Context: an optimization exercise on an open-source flow, tuned for small area. The choices shown serve that exercise and are no tape-out recipe. In this exercise RTL edits were held to simulation tests only and were not proved equivalent to the original.

Setup of build 11:
Design fir_tap_top, start of the top module:
module fir_tap_top (
    input  wire         clk_i,
    input  wire         rst_i,
    input  fir_tap_pkg::tap_sample_t sample_i,
    input  fir_tap_pkg::coeff_ctrl_t coeff_ctrl_i,
    input  fir_tap_pkg::acc_t        c_i,
    input  fir_tap_pkg::acc_t        pcin_i,
    output fir_tap_pkg::acc_t        p_o
);
Size in the first run: roughly 1900 cells after synthesis, roughly 280 flip-flops, roughly 220 I/O pins.
export LEC_CHECK = 0
export CAP_MARGIN = 20
export CORE_MARGIN = 2
export CORE_UTILIZATION = 40
export SLEW_MARGIN = 20
create_clock -name core_clock -period 7.0 [get_ports {clk_i}]
standard.sh (not shown) runs the stock make flow with config.mk's settings and CLKGATE_MAP_FILE= SYNTH_SCRIPT=/design/flow/synth_recipe.tcl, a recipe that flattens the netlist after the stock synthesis.
==> flow/flow/run.sh <==
#!/bin/bash
# Own layout flow: the standard ORFS flow (same make targets, config.mk and
# SDC), with these changes:
#  - synthesis (flow/synth.tcl, synth_recipe.tcl with two wrappers): Yosys's
#    synth runs with -noabc, so extract_fa finds the adder cells in clean
#    gates rather than in ABC's inverted forms, and the final ABC mapping uses
#    flow/abc.script (area-oriented "map -a") instead of ORFS's delay script.
#    Every other synthesis step, and so every register, is as in the
#    standard synthesis.
#  - port buffers are the smallest buffer cell (buf_1), global placement is
#    not timing driven (repair_timing after CTS and global routing still
#    fixes setup), and CTS uses clkbuf_8 in clusters of up to 20 registers without dummy
#    loads (flow/knobs.sh).
# flow/knobs.sh, if present, adjusts the make variables.
# Each step's full output is in orfs/logs/; make's own output in flow_*.log here.
set -euo pipefail
W=$(pwd)
F=$W/flow
export MY_ABC_SCRIPT=$F/abc.script
SYNTH="SYNTH_SCRIPT=$F/synth.tcl"
KNOBS=(ABC_AREA=1 ABC_CLOCK_PERIOD_IN_PS=7000
       "BUFFER_PORTS_ARGS=-buffer_cell sky130_fd_sc_hd__buf_1"
       "CTS_ARGS=-sink_clustering_enable -repair_clock_nets -dont_use_dummy_load")
if [[ -f $F/knobs.sh ]]; then source $F/knobs.sh; fi
make -C "$FLOW_HOME" DESIGN_CONFIG="$W/config.mk" WORK_HOME="$W/orfs" CLKGATE_MAP_FILE= \
  "$SYNTH" "${KNOBS[@]}" synth > "$W/flow_synth.log" 2>&1
make -C "$FLOW_HOME" DESIGN_CONFIG="$W/config.mk" WORK_HOME="$W/orfs" CLKGATE_MAP_FILE= \
  "$SYNTH" "${KNOBS[@]}" finish > "$W/flow_finish.log" 2>&1
R=$W/orfs/results/$FLOW_PLATFORM/fir_tap_top/base
: # left out here: write the final layout as DEF
==> flow/flow/abc.script <==
strash; dch; map -a; topo; stime -c
==> flow/flow/knobs.sh <==
KNOBS=(ABC_AREA=1 ABC_CLOCK_PERIOD_IN_PS=7000
       "BUFFER_PORTS_ARGS=-buffer_cell sky130_fd_sc_hd__buf_1"
       "CTS_ARGS=-sink_clustering_enable -repair_clock_nets -dont_use_dummy_load -sink_clustering_size 20 -sink_clustering_max_diameter 65 -buf_list {sky130_fd_sc_hd__clkbuf_8}"
       GPL_TIMING_DRIVEN=0)
==> flow/flow/synth.tcl <==
proc synth {args} { yosys synth -nofsm -noshare -noabc {*}$args }
proc abc {args} {
  set i [lsearch -exact $args -script]
  if {$i >= 0 && [info exists ::env(MY_ABC_SCRIPT)]} {
    set args [lreplace $args [expr {$i + 1}] [expr {$i + 1}] $::env(MY_ABC_SCRIPT)]
  }
  yosys abc {*}$args
}
source $::env(SCRIPTS_DIR)/synth.tcl
# left out here: clear keep_hierarchy, flatten, clean up, hide names made inside functions, write 1_2_yosys.v
Changes in build 56 relative to build 11:
==> flow/flow/knobs.sh <==
KNOBS=(ABC_AREA=1 ABC_CLOCK_PERIOD_IN_PS=7000
       "BUFFER_PORTS_ARGS=-buffer_cell sky130_fd_sc_hd__buf_1"
       "CTS_ARGS=-sink_clustering_enable -repair_clock_nets -dont_use_dummy_load -sink_clustering_size 20 -sink_clustering_max_diameter 50 -buf_list {sky130_fd_sc_hd__clkbuf_8}"
       GPL_TIMING_DRIVEN=0)
==> comparison <==
Build 56 — largest stage delay on the critical path 20 ps lower, build 11 as reference. Looking at fmax across both flows, build 56 is the stronger of the two, with build 11 trailing. Build 56 vs build 11, wire length after detailed routing went up by 0.31%. Via count of the first global-routing pass in build 56 vs build 11: up 67.
## Diff of input files: build 27 against build 56
--- a/flow/flow/knobs.sh
+++ b/flow/flow/knobs.sh
@@ -4,0 +5 @@
+KNOBS+=(PLACE_DENSITY=0.75)
==> notes.md <==
Build 27 ran to completion and came out clean on the timing, design-rule and antenna checks. Build 56 → build 27: register clock-pin slew on the reported worst setup and hold paths stayed essentially flat; via total after detailed routing has increased.
Modified inputs, build 19 compared to build 27
==> flow/flow/run.sh <==
#!/bin/bash
# Own layout flow: the standard ORFS flow, with
#  - synthesis mapped by ABC for area (flow/abc.script) instead of ORFS's delay script;
#    everything else in synthesis, and so every register, is as in the standard synthesis
#  - port buffers of the smallest buffer cell, and no dummy clock-tree loads.
# Each step's full output is in orfs/logs/; make's own output in flow_*.log here.
set -euo pipefail
W=$(pwd)
F=$W/flow
export MY_ABC_SCRIPT=$F/abc.script
SYNTH="SYNTH_SCRIPT=$F/synth.tcl"
KNOBS=(ABC_AREA=1 ABC_CLOCK_PERIOD_IN_PS=7000
       "BUFFER_PORTS_ARGS=-buffer_cell sky130_fd_sc_hd__buf_1"
       "CTS_ARGS=-sink_clustering_enable -repair_clock_nets -dont_use_dummy_load")
if [[ -f $F/knobs.sh ]]; then source $F/knobs.sh; fi
make -C "$FLOW_HOME" DESIGN_CONFIG="$W/config.mk" WORK_HOME="$W/orfs" CLKGATE_MAP_FILE= \
  "$SYNTH" "${KNOBS[@]}" synth > "$W/flow_synth.log" 2>&1
make -C "$FLOW_HOME" DESIGN_CONFIG="$W/config.mk" WORK_HOME="$W/orfs" CLKGATE_MAP_FILE= \
  "$SYNTH" "${KNOBS[@]}" finish > "$W/flow_finish.log" 2>&1
R=$W/orfs/results/$FLOW_PLATFORM/fir_tap_top/base
: # left out here: write the final layout as DEF
--- a/flow/flow/knobs.sh
+++ b/flow/flow/knobs.sh
@@ -5 +4,0 @@
-KNOBS+=(PLACE_DENSITY=0.75)
[summary]
- Build 27 → build 19: post-layout instance area ~0 delta; clock tree buffer count of the final layout +2.

-- static timing again, ports no longer ideal --
How much do the figures lean on ideal ports? The routed layouts below were timed once more, with nothing changed but the port constraints. Step 1 sets driving cells, clkbuf_16 on the clock port and buf_2 on the other inputs (assumed; they add their load-dependent delay and slew). Step 2 adds t to the input delays and takes it off the output delays; t is the mean of the earliest and latest rising clock arrival at the registers after step 1. Input paths then give back, and output paths get back, about the clock's delay inside the block. a / b / c = no drivers / after step 1 / after step 2; a / b = the first two.
| run | shift t [ns] | slack for setup (ns) | latest minus earliest clock arrival (ns) | pins driven straight from the clock port |
|---|---|---|---|---|
| build 11 | 0.654 | 0.335 / 0.335 / -0.184 | 0.116 / 0.116 | 1 |
| build 56 | 0.613 | 0.361 / 0.361 / -0.175 | 0.101 / 0.101 | 1 |
| build 27 | 0.609 | 0.272 / 0.272 / -0.216 | 0.102 / 0.102 | 1 |
| build 19 | 0.613 | 0.361 / 0.361 / -0.175 | 0.101 / 0.101 | 1 |
Met with ideal ports but missed after step 2: setup timing in every run listed.
